This is an optimization exercise on Yosys and OpenROAD, whose aim is small area, a short achievable clock period and few clock cycles per item, not a production implementation.
Where RTL was checked, it was by simulation tests only, not by an equivalence proof against the original.
Power and IR drop assume default switching activity.

## purple
## card_marking_write_barrier
module card_marking_write_barrier #(
  parameter int unsigned ADDR_BITS  = 48,
  parameter int unsigned COUNT_BITS = 32
) (
  input  logic                              clk_i,
  input  logic                              rst_ni,
  input  logic                              cfg_we_i,
  input  logic [cmwb_pkg::CFG_IDX_W-1:0]    cfg_index_i,
  input  logic [cmwb_pkg::CFG_DATA_W-1:0]   cfg_data_i,
  input  logic                              in_valid_i,
  output logic                              in_stall_o,
  input  cmwb_pkg::in_word_t                in_data_i,
  output logic                              out_valid_o,
  input  logic                              out_stall_i,
  output cmwb_pkg::out_word_t               out_data_o
);
==> flow/config.mk <==
export PLATFORM = sky130hd
export DESIGN_NAME = card_marking_write_barrier
export DESIGN_NICKNAME = card_marking_write_barrier
export VERILOG_FILES = /design/flow/design.v
export SDC_FILE = /design/flow/constraint.sdc
export NUM_CORES = 4
export LEC_CHECK = 0
export CAP_MARGIN = 20
export CORE_MARGIN = 2
export CORE_UTILIZATION = 40
export SETUP_SLACK_MARGIN = 4.3
export SLEW_MARGIN = 20
==> flow/constraint.sdc <==
create_clock -name core_clock -period 7.5 [get_ports {clk_i}]
set_input_delay 1.5000 -clock core_clock [delete_from_list [all_inputs] [get_ports {clk_i}]]
set_output_delay 1.5000 -clock core_clock [all_outputs]
set_load 0.01 [all_outputs]
standard.sh (not shown) runs the stock make flow with config.mk's settings and CLKGATE_MAP_FILE= SYNTH_SCRIPT=/design/flow/synth_recipe.tcl, a recipe that flattens the netlist after the stock synthesis.
==> flow/flow/run.sh <==
#!/bin/bash
# The standard layout, with plain buffers on the ports, without the delay
# cells as buffers, and a clock tree of smaller buffers without dummy loads;
# every tool's output goes to standard.log and ORFS's logs
set -uo pipefail
DU="sky130_fd_sc_hd__probe_p_8 sky130_fd_sc_hd__probec_p_8 sky130_fd_sc_hd__lpflow_*"
DU="$DU sky130_fd_sc_hd__clkdlybuf4s* sky130_fd_sc_hd__dlygate* sky130_fd_sc_hd__dlymetal*"
CTS="-sink_clustering_enable -repair_clock_nets -dont_use_dummy_load"
CTS="$CTS -buf_list {sky130_fd_sc_hd__clkbuf_8 sky130_fd_sc_hd__clkbuf_16} -sink_clustering_size 22 -sink_clustering_max_diameter 100"
bash standard.sh "DONT_USE_CELLS=$DU" \
  "BUFFER_PORTS_ARGS=-buffer_cell sky130_fd_sc_hd__buf_1" \
  "CTS_ARGS=$CTS" finish > standard.log 2>&1
Inputs modified between purple and green:
diff --git a/flow/design.v b/flow/design.v
--- a/flow/design.v
+++ b/flow/design.v
@@ -213,19 +213,19 @@
     end
   end
 endmodule
 `default_nettype wire
 `default_nettype none
 module cmwb_counters (
   input  logic        clk_i,
   input  logic        rst_ni,
+  input  logic        busy_i,
   input  logic        fire_i,
   input  logic [2:0]  verdict_i,
-  input  logic        cfg_we_i,
   input  logic [4:0]  load_i,
   input  logic [31:0] load_data_i,
   output logic [4:0][31:0] cnt_o
 );
   logic [31:0] cnt_q [5];
   logic [4:0]  zero_q;
   logic [4:0]  hit;
   logic [4:0]  en;
@@ -236,29 +236,29 @@
   logic [31:0] next [5];
   always_comb begin
     hit[cmwb_pkg::CNT_CALLS]     = 1'b1;
     hit[cmwb_pkg::CNT_NON_PTR]   = (verdict_i == cmwb_pkg::VERDICT_NOT_PTR);
     hit[cmwb_pkg::CNT_NON_OLD]   = (verdict_i == cmwb_pkg::VERDICT_NOT_OLD);
     hit[cmwb_pkg::CNT_NON_YOUNG] = (verdict_i == cmwb_pkg::VERDICT_NOT_YOUNG);
     hit[cmwb_pkg::CNT_MARKED]    = (verdict_i == cmwb_pkg::VERDICT_MARKED);
   end
-  assign data = cfg_we_i ? load_data_i : '0;
+  assign data = busy_i ? '0 : load_data_i;
   always_comb begin
     for (int i = 0; i < 5; i++) begin
       for (int k = 0; k < 8; k++) grp[i][k] = &cnt_q[i][4*k +: 4];
       carry[i][0] = 1'b1;
       for (int k = 1; k < 9; k++) carry[i][k] = carry[i][k-1] & grp[i][k-1];
       for (int k = 0; k < 8; k++) begin
         ones[i][4*k] = carry[i][k];
         for (int j = 1; j < 4; j++) ones[i][4*k+j] = ones[i][4*k+j-1] & cnt_q[i][4*k+j-1];
       end
       en[i] = load_i[i] || (fire_i && (hit[i] || zero_q[i]));
-      if (load_i[i] || zero_q[i]) next[i] = {data[31:1], load_i[i] ? data[0] : hit[i]};
-      else                        next[i] = cnt_q[i] ^ ones[i];
+      if (!busy_i || zero_q[i]) next[i] = {data[31:1], busy_i ? hit[i] : data[0]};
+      else                      next[i] = cnt_q[i] ^ ones[i];
     end
   end
   always_ff @(posedge clk_i or negedge rst_ni) begin
     if (!rst_ni) begin
       zero_q <= '1;
     end else begin
       for (int i = 0; i < 5; i++) begin
         if (load_i[i] || fire_i) zero_q[i] <= 1'b0;
@@ -388,18 +388,18 @@
   always_comb begin
     for (int i = 0; i < 5; i++) begin
       cnt_load[i] = cfg_we_i && (cfg_index_i == 4'(8 + i));
     end
   end
   cmwb_counters u_counters (
     .clk_i      (clk_i),
     .rst_ni     (rst_ni),
+    .busy_i     (a_valid_q),
     .fire_i     (a_valid_q && o_load),
-    .cfg_we_i   (cfg_we_i),
     .verdict_i  (verdict),
     .load_i     (cnt_load),
     .load_data_i(cfg_data_i[31:0]),
     .cnt_o      (cnt)
   );
   assign out_valid_o                 = o_valid_q;
   assign out_data_o.mark             = o_verdict_q[2];
   assign out_data_o.mark_address     = o_addr_q;
==> comparison <==
Taking purple as the reference point, the power in the clock group of green falls by about 10%.
Final antenna diode count in green is 2 higher than in purple
Re ratio of cells with drive above 1 in the final layout: purple was higher than green.
Looking at final total power, green sits 1.4% lower than purple does.
Average cell area after synthesis: green and purple compared, lower one is purple
Of the two values seen for cell type of the slowest stage on the worst timing path, fa_1 was produced by green and a31oi_4 by purple.
The lower proportion of power drawn by the clock network of green and purple is in green.
Between green and purple, the filler-free cell count of the finished design is higher for purple.
What green reported for synthesized cell count has to be multiplied by 1.08 to get the figure for purple.
| met3 wire length | higher: purple |
Going from purple to green, the number of antenna violations at the first check in global routing was found to have gone up by 4.
Of green and purple, the run reporting the lower part of the power in registers was purple.
Testbench counts of green, summed over its fixed seeds: cycles 16,016, items 16,000.
For purple, only the layout was checked, not whether the RTL still works.


## branch violet
Another version of the RTL of card_marking_write_barrier (not shown whole).
Size in the first run: about 2100 cells after synthesis, roughly 0.026 mm² of cells after synthesis.
==> module cmwb_gt, before the edit <==
module cmwb_gt #(
  parameter int unsigned W = 8
) (
  input  logic [W-1:0] a_i,
  input  logic [W-1:0] b_i,
  output logic         gt_o,
  output logic         ge_o
);
  localparam int unsigned N = 64;   
  logic [N-1:0] g, p;
  always_comb begin
    g = '0;
    p = '1;
    g[W-1:0] = a_i & ~b_i;
    p[W-1:0] = a_i | ~b_i;
    for (int w = N; w > 1; w = w / 2) begin
      for (int i = 0; i < w / 2; i++) begin
        g[i] = g[2*i+1] | (p[2*i+1] & g[2*i]);
        p[i] = p[2*i+1] & p[2*i];
      end
    end
    gt_o = g[0];
    ge_o = g[0] | p[0];
  end
endmodule
export LEC_CHECK = 0
export CAP_MARGIN = 20
export CORE_MARGIN = 2
export CORE_UTILIZATION = 40
export SETUP_SLACK_MARGIN = 4.5
export SLEW_MARGIN = 20
create_clock -name core_clock -period 7.5 [get_ports {clk_i}]
==> flow/flow/run.sh <==
#!/bin/bash
# The standard layout, with plain buffers on the ports, without the delay
# cells as buffers, and a clock tree of smaller buffers without dummy loads;
# every tool's output goes to standard.log and ORFS's logs
set -uo pipefail
DU="sky130_fd_sc_hd__probe_p_8 sky130_fd_sc_hd__probec_p_8 sky130_fd_sc_hd__lpflow_*"
DU="$DU sky130_fd_sc_hd__clkdlybuf4s* sky130_fd_sc_hd__dlygate* sky130_fd_sc_hd__dlymetal*"
CTS="-sink_clustering_enable -repair_clock_nets -dont_use_dummy_load"
CTS="$CTS -buf_list {sky130_fd_sc_hd__clkbuf_4 sky130_fd_sc_hd__clkbuf_8} -sink_clustering_size 20"
bash standard.sh "DONT_USE_CELLS=$DU" \
  "BUFFER_PORTS_ARGS=-buffer_cell sky130_fd_sc_hd__buf_1" \
  "CTS_ARGS=$CTS" finish > standard.log 2>&1
Testbench counts of branch violet, summed over its fixed seeds: cycles 16,016, items 16,000.
What branch cedar does differently from branch violet at the input level:
==> flow/design.v, changed modules only <==
module cmwb_gt #(
  parameter int unsigned W = 8
) (
  input  logic [W-1:0] a_i,
  input  logic [W-1:0] b_i,
  output logic         gt_o,
  output logic         ge_o
);
  localparam int unsigned N = 1 << $clog2(W);
  logic [N-1:0] g, p;
  always_comb begin
    g = '0;
    p = '1;
    g[W-1:0] = a_i & ~b_i;
    p[W-1:0] = a_i | ~b_i;
    for (int w = N; w > 1; w = w / 2) begin
      for (int i = 0; i < w / 2; i++) begin
        g[i] = g[2*i+1] | (p[2*i+1] & g[2*i]);
        p[i] = p[2*i+1] & p[2*i];
      end
    end
    gt_o = g[0];
    ge_o = g[0] | p[0];
  end
endmodule
[summary]
Diff branch violet..branch cedar | worst setup slack after placement | unchanged
Changes observed in branch cedar relative to branch violet: instance count along the most critical hold path ~0 delta; final sequential cell count ~0 delta.
Reported for branch cedar and branch violet, wire length of the first global-routing pass turned out identical to the last digit.
Logic depth of the worst path, buffers included of branch violet is on par with branch cedar.
As far as tightest hold margin goes, branch cedar and branch violet are indistinguishable; the numbers are identical.
branch cedar -> branch violet: global placement routability congestion delta 0, exact match
Compared with branch violet, in branch cedar post-synthesis instance total roughly the same; detailed-routing iteration count for the pre-antenna-repair pass roughly the same.
No functional check of the RTL was part of branch cedar.


onyx:
Another version of the RTL of card_marking_write_barrier (not shown whole).
Size in the first run: ~2000 cells after synthesis, about 520 flip-flops, about 400 I/O pins, about 0.026 sq mm of cells after synthesis.
==> module cmwb_counters, before the edit <==
module cmwb_counters (
  input  logic        clk_i,
  input  logic        rst_ni,
  input  logic        fire_i,
  input  logic [2:0]  verdict_i,
  input  logic [4:0]  load_i,
  input  logic [31:0] load_data_i,
  output logic [4:0][31:0] cnt_o
);
  logic [31:0] cnt_q [5];
  logic [4:0]  hit;
  always_comb begin
    hit[cmwb_pkg::CNT_CALLS]     = 1'b1;
    hit[cmwb_pkg::CNT_NON_PTR]   = (verdict_i == cmwb_pkg::VERDICT_NOT_PTR);
    hit[cmwb_pkg::CNT_NON_OLD]   = (verdict_i == cmwb_pkg::VERDICT_NOT_OLD);
    hit[cmwb_pkg::CNT_NON_YOUNG] = (verdict_i == cmwb_pkg::VERDICT_NOT_YOUNG);
    hit[cmwb_pkg::CNT_MARKED]    = (verdict_i == cmwb_pkg::VERDICT_MARKED);
  end
  logic [31:0] ones [5];
  logic [7:0]  grp  [5];
  logic [8:0]  carry [5];
  always_comb begin
    for (int i = 0; i < 5; i++) begin
      for (int k = 0; k < 8; k++) grp[i][k] = &cnt_q[i][4*k +: 4];
      carry[i][0] = fire_i && hit[i];
      for (int k = 1; k < 9; k++) carry[i][k] = carry[i][k-1] & grp[i][k-1];
      for (int k = 0; k < 8; k++) begin
        ones[i][4*k] = carry[i][k];
        for (int j = 1; j < 4; j++) ones[i][4*k+j] = ones[i][4*k+j-1] & cnt_q[i][4*k+j-1];
      end
    end
  end
  always_ff @(posedge clk_i or negedge rst_ni) begin
    if (!rst_ni) begin
      for (int i = 0; i < 5; i++) cnt_q[i] <= '0;
    end else begin
      for (int i = 0; i < 5; i++) begin
        cnt_q[i] <= load_i[i] ? load_data_i
                              : cnt_q[i] ^ ones[i];
      end
    end
  end
  always_comb for (int i = 0; i < 5; i++) cnt_o[i] = cnt_q[i];
endmodule
==> module card_marking_write_barrier, before the edit <==
module card_marking_write_barrier #(
  parameter int unsigned ADDR_BITS  = 48,
  parameter int unsigned COUNT_BITS = 32
) (
  input  logic                              clk_i,
  input  logic                              rst_ni,
  input  logic                              cfg_we_i,
  input  logic [cmwb_pkg::CFG_IDX_W-1:0]    cfg_index_i,
  input  logic [cmwb_pkg::CFG_DATA_W-1:0]   cfg_data_i,
  input  logic                              in_valid_i,
  output logic                              in_stall_o,
  input  cmwb_pkg::in_word_t                in_data_i,
  output logic                              out_valid_o,
  input  logic                              out_stall_i,
  output cmwb_pkg::out_word_t               out_data_o
);
  logic        active_q;
  logic [47:0] old_base_q, young_base_q;
  logic [48:0] old_len_q, young_len_q;
  logic        old_len_set_q, young_len_set_q;
  logic [15:0] tag0_q, tag1_q, tag2_q;
  logic [2:0]  tag_set_q;
  logic              a_valid_q;
  cmwb_pkg::tests_t  a_tests_q;
  logic [47:0]       a_holder_q;
  logic        o_valid_q;
  logic        full_q;
  logic [2:0]  o_verdict_q;
  logic [47:0] o_addr_q;
  logic              o_load, a_load;
  cmwb_pkg::tests_t  tests;
  logic [2:0]        verdict;
  logic [4:0]        cnt_load;
  logic [4:0][31:0]  cnt;
  assign o_load     = !o_valid_q || !out_stall_i;
  assign a_load     = !(full_q && out_stall_i);
  assign in_stall_o = full_q && out_stall_i;
  always_ff @(posedge clk_i or negedge rst_ni) begin
    if (!rst_ni) begin
      active_q        <= 1'b0;
      old_base_q      <= '0;
      young_base_q    <= '0;
      old_len_set_q   <= 1'b0;
      young_len_set_q <= 1'b0;
      tag_set_q       <= '0;
    end else if (cfg_we_i) begin
      case (cfg_index_i)
        4'd0: active_q        <= cfg_data_i[0];
        4'd1: old_base_q      <= cfg_data_i[47:0];
        4'd2: old_len_set_q   <= 1'b1;
        4'd3: young_base_q    <= cfg_data_i[47:0];
        4'd4: young_len_set_q <= 1'b1;
        4'd5: tag_set_q[0]    <= 1'b1;
        4'd6: tag_set_q[1]    <= 1'b1;
        4'd7: tag_set_q[2]    <= 1'b1;
        default: ;
      endcase
    end
  end
  always_ff @(posedge clk_i) begin
    if (cfg_we_i) begin
      case (cfg_index_i)
        4'd2: old_len_q   <= cfg_data_i[48:0];
        4'd4: young_len_q <= cfg_data_i[48:0];
        4'd5: tag0_q      <= cfg_data_i[15:0];
        4'd6: tag1_q      <= cfg_data_i[15:0];
        4'd7: tag2_q      <= cfg_data_i[15:0];
        default: ;
      endcase
    end
  end
  always_ff @(posedge clk_i or negedge rst_ni) begin
    if (!rst_ni) begin
      a_valid_q <= 1'b0;
      o_valid_q <= 1'b0;
      full_q    <= 1'b0;
    end else begin
      if (a_load) a_valid_q <= in_valid_i;
      if (o_load) o_valid_q <= a_valid_q;
      full_q <= (a_load ? in_valid_i : a_valid_q) && (o_load ? a_valid_q : o_valid_q);
    end
  end
  always_ff @(posedge clk_i) begin
    if (a_load) begin
      a_tests_q  <= tests;
      a_holder_q <= in_data_i.holder_word[47:0];
    end
    if (o_load) begin
      o_verdict_q <= verdict;
      o_addr_q    <= (verdict == cmwb_pkg::VERDICT_MARKED) ? a_holder_q : '0;
    end
  end
  cmwb_classify_a u_classify_a (
    .holder_i    (in_data_i.holder_word[47:0]),
    .tag_i       (in_data_i.stored_word[63:48]),
    .payload_i   (in_data_i.stored_word[47:0]),
    .old_base_i  (old_base_q),
    .old_len_i   (old_len_q),
    .young_base_i(young_base_q),
    .young_len_i (young_len_q),
    .tag_set_i   (tag_set_q),
    .tag0_i      (tag0_q),
    .tag1_i      (tag1_q),
    .tag2_i      (tag2_q),
    .tests_o     (tests)
  );
  cmwb_classify_b u_classify_b (
    .tests_i        (a_tests_q),
    .active_i       (active_q),
    .old_len_set_i  (old_len_set_q),
    .young_len_set_i(young_len_set_q),
    .verdict_o      (verdict)
  );
  always_comb begin
    for (int i = 0; i < 5; i++) begin
      cnt_load[i] = cfg_we_i && (cfg_index_i == 4'(8 + i));
    end
  end
  cmwb_counters u_counters (
    .clk_i      (clk_i),
    .rst_ni     (rst_ni),
    .fire_i     (a_valid_q && o_load),
    .verdict_i  (verdict),
    .load_i     (cnt_load),
    .load_data_i(cfg_data_i[31:0]),
    .cnt_o      (cnt)
  );
  assign out_valid_o                 = o_valid_q;
  assign out_data_o.mark             = o_verdict_q[2];
  assign out_data_o.mark_address     = o_addr_q;
  assign out_data_o.verdict          = o_verdict_q;
  assign out_data_o.calls_seen       = cnt[cmwb_pkg::CNT_CALLS];
  assign out_data_o.non_pointer_seen = cnt[cmwb_pkg::CNT_NON_PTR];
  assign out_data_o.non_old_seen     = cnt[cmwb_pkg::CNT_NON_OLD];
  assign out_data_o.non_young_seen   = cnt[cmwb_pkg::CNT_NON_YOUNG];
  assign out_data_o.marked_seen      = cnt[cmwb_pkg::CNT_MARKED];
endmodule
export LEC_CHECK = 0
export CAP_MARGIN = 20
export CORE_MARGIN = 2
export CORE_UTILIZATION = 40
export SETUP_SLACK_MARGIN = 4.5
export SLEW_MARGIN = 20
create_clock -name core_clock -period 7.5 [get_ports {clk_i}]
==> flow/flow/run.sh <==
#!/bin/bash
# The standard layout, with plain buffers on the ports and without the
# delay cells as buffers; every tool's output goes to standard.log and ORFS's logs
set -uo pipefail
DU="sky130_fd_sc_hd__probe_p_8 sky130_fd_sc_hd__probec_p_8 sky130_fd_sc_hd__lpflow_*"
DU="$DU sky130_fd_sc_hd__clkdlybuf4s* sky130_fd_sc_hd__dlygate* sky130_fd_sc_hd__dlymetal*"
bash standard.sh "DONT_USE_CELLS=$DU" \
  "BUFFER_PORTS_ARGS=-buffer_cell sky130_fd_sc_hd__buf_1" finish > standard.log 2>&1
### onyx -> nickel
--- a/flow/design.v
+++ b/flow/design.v
@@ -197,30 +197,23 @@
     hit[cmwb_pkg::CNT_NON_OLD]   = (verdict_i == cmwb_pkg::VERDICT_NOT_OLD);
     hit[cmwb_pkg::CNT_NON_YOUNG] = (verdict_i == cmwb_pkg::VERDICT_NOT_YOUNG);
     hit[cmwb_pkg::CNT_MARKED]    = (verdict_i == cmwb_pkg::VERDICT_MARKED);
   end
   logic [31:0] ones [5];
-  logic [7:0]  grp  [5];
-  logic [8:0]  carry [5];
   always_comb begin
     for (int i = 0; i < 5; i++) begin
-      for (int k = 0; k < 8; k++) grp[i][k] = &cnt_q[i][4*k +: 4];
-      carry[i][0] = fire_i && hit[i];
-      for (int k = 1; k < 9; k++) carry[i][k] = carry[i][k-1] & grp[i][k-1];
-      for (int k = 0; k < 8; k++) begin
-        ones[i][4*k] = carry[i][k];
-        for (int j = 1; j < 4; j++) ones[i][4*k+j] = ones[i][4*k+j-1] & cnt_q[i][4*k+j-1];
-      end
+      ones[i][0] = 1'b1;
+      for (int j = 1; j < 32; j++) ones[i][j] = ones[i][j-1] & cnt_q[i][j-1];
     end
   end
   always_ff @(posedge clk_i or negedge rst_ni) begin
     if (!rst_ni) begin
       for (int i = 0; i < 5; i++) cnt_q[i] <= '0;
     end else begin
       for (int i = 0; i < 5; i++) begin
         cnt_q[i] <= load_i[i] ? load_data_i
-                              : cnt_q[i] ^ ones[i];
+                              : cnt_q[i] ^ (ones[i] & {32{fire_i && hit[i]}});
       end
     end
   end
   always_comb for (int i = 0; i < 5; i++) cnt_o[i] = cnt_q[i];
 endmodule
@@ -250,21 +243,20 @@
   logic [2:0]  tag_set_q;
   logic              a_valid_q;
   cmwb_pkg::tests_t  a_tests_q;
   logic [47:0]       a_holder_q;
   logic        o_valid_q;
-  logic        full_q;
   logic [2:0]  o_verdict_q;
   logic [47:0] o_addr_q;
   logic              o_load, a_load;
   cmwb_pkg::tests_t  tests;
   logic [2:0]        verdict;
   logic [4:0]        cnt_load;
   logic [4:0][31:0]  cnt;
   assign o_load     = !o_valid_q || !out_stall_i;
-  assign a_load     = !(full_q && out_stall_i);
-  assign in_stall_o = full_q && out_stall_i;
+  assign a_load     = !a_valid_q || o_load;
+  assign in_stall_o = !a_load;
   always_ff @(posedge clk_i or negedge rst_ni) begin
     if (!rst_ni) begin
       active_q        <= 1'b0;
       old_base_q      <= '0;
       young_base_q    <= '0;
@@ -299,15 +291,13 @@
   end
   always_ff @(posedge clk_i or negedge rst_ni) begin
     if (!rst_ni) begin
       a_valid_q <= 1'b0;
       o_valid_q <= 1'b0;
-      full_q    <= 1'b0;
     end else begin
       if (a_load) a_valid_q <= in_valid_i;
       if (o_load) o_valid_q <= a_valid_q;
-      full_q <= (a_load ? in_valid_i : a_valid_q) && (o_load ? a_valid_q : o_valid_q);
     end
   end
   always_ff @(posedge clk_i) begin
     if (a_load) begin
       a_tests_q  <= tests;
==> summary.txt <==
onyx → nickel: clock network fraction of total power now sits higher; post-layout worst setup margin now sits higher.
Per the comparison of nickel with onyx, final standard cell utilization of the core shrank by 0.27 points, total power grew by about 0.65%, wire length reported by the detailed router +about 7%.
No run of this note included a check of the RTL's function; only the layout flow was run.

==> port drivers added, routing unchanged <==
No port has a modelled driver above. Below, the same layouts with a new extraction and two added sets of constraints.
Step 1 assumes that a clkbuf_16 drives the clock port and a buf_2 every other input.
Step 2 adds t to the input delays and takes it off the output delays; t is the mean of the earliest and latest rising clock arrival at the registers after step 1. Input paths then give back, and output paths get back, about the clock's delay inside the block.
Three values: ideal ports, drivers, drivers and shift; two values: the first two.
| run | t (ns) | slack for setup (ns) | worst hold slack (ns) | worst setup path after step 2 | slew at the worst register clock pin (ns) |
|---|---|---|---|---|---|
| purple | 0.614 | 4.186 / 4.148 / 3.534 | 0.469 / 0.469 / 0.469 | input to register | 0.10 / 0.10 |
| green | 0.667 | 4.234 / 4.247 / 3.604 | 0.478 / 0.478 / 0.478 | input to register | 0.10 / 0.10 |
| branch violet | 0.710 | 4.118 / 4.142 / 3.432 | 0.469 / 0.469 / 0.469 | input to register | 0.06 / 0.06 |
| branch cedar | 0.710 | 4.118 / 4.142 / 3.432 | 0.469 / 0.469 / 0.469 | input to register | 0.06 / 0.06 |
| onyx | 0.663 | 3.979 / 3.973 / 3.335 | 0.470 / 0.470 / 0.470 | input to register | 0.06 / 0.06 |
| nickel | 0.671 | 4.086 / 4.053 / 3.441 | 0.469 / 0.469 / 0.469 | input to register | 0.06 / 0.06 |
After both steps setup and hold are still met in every run listed.
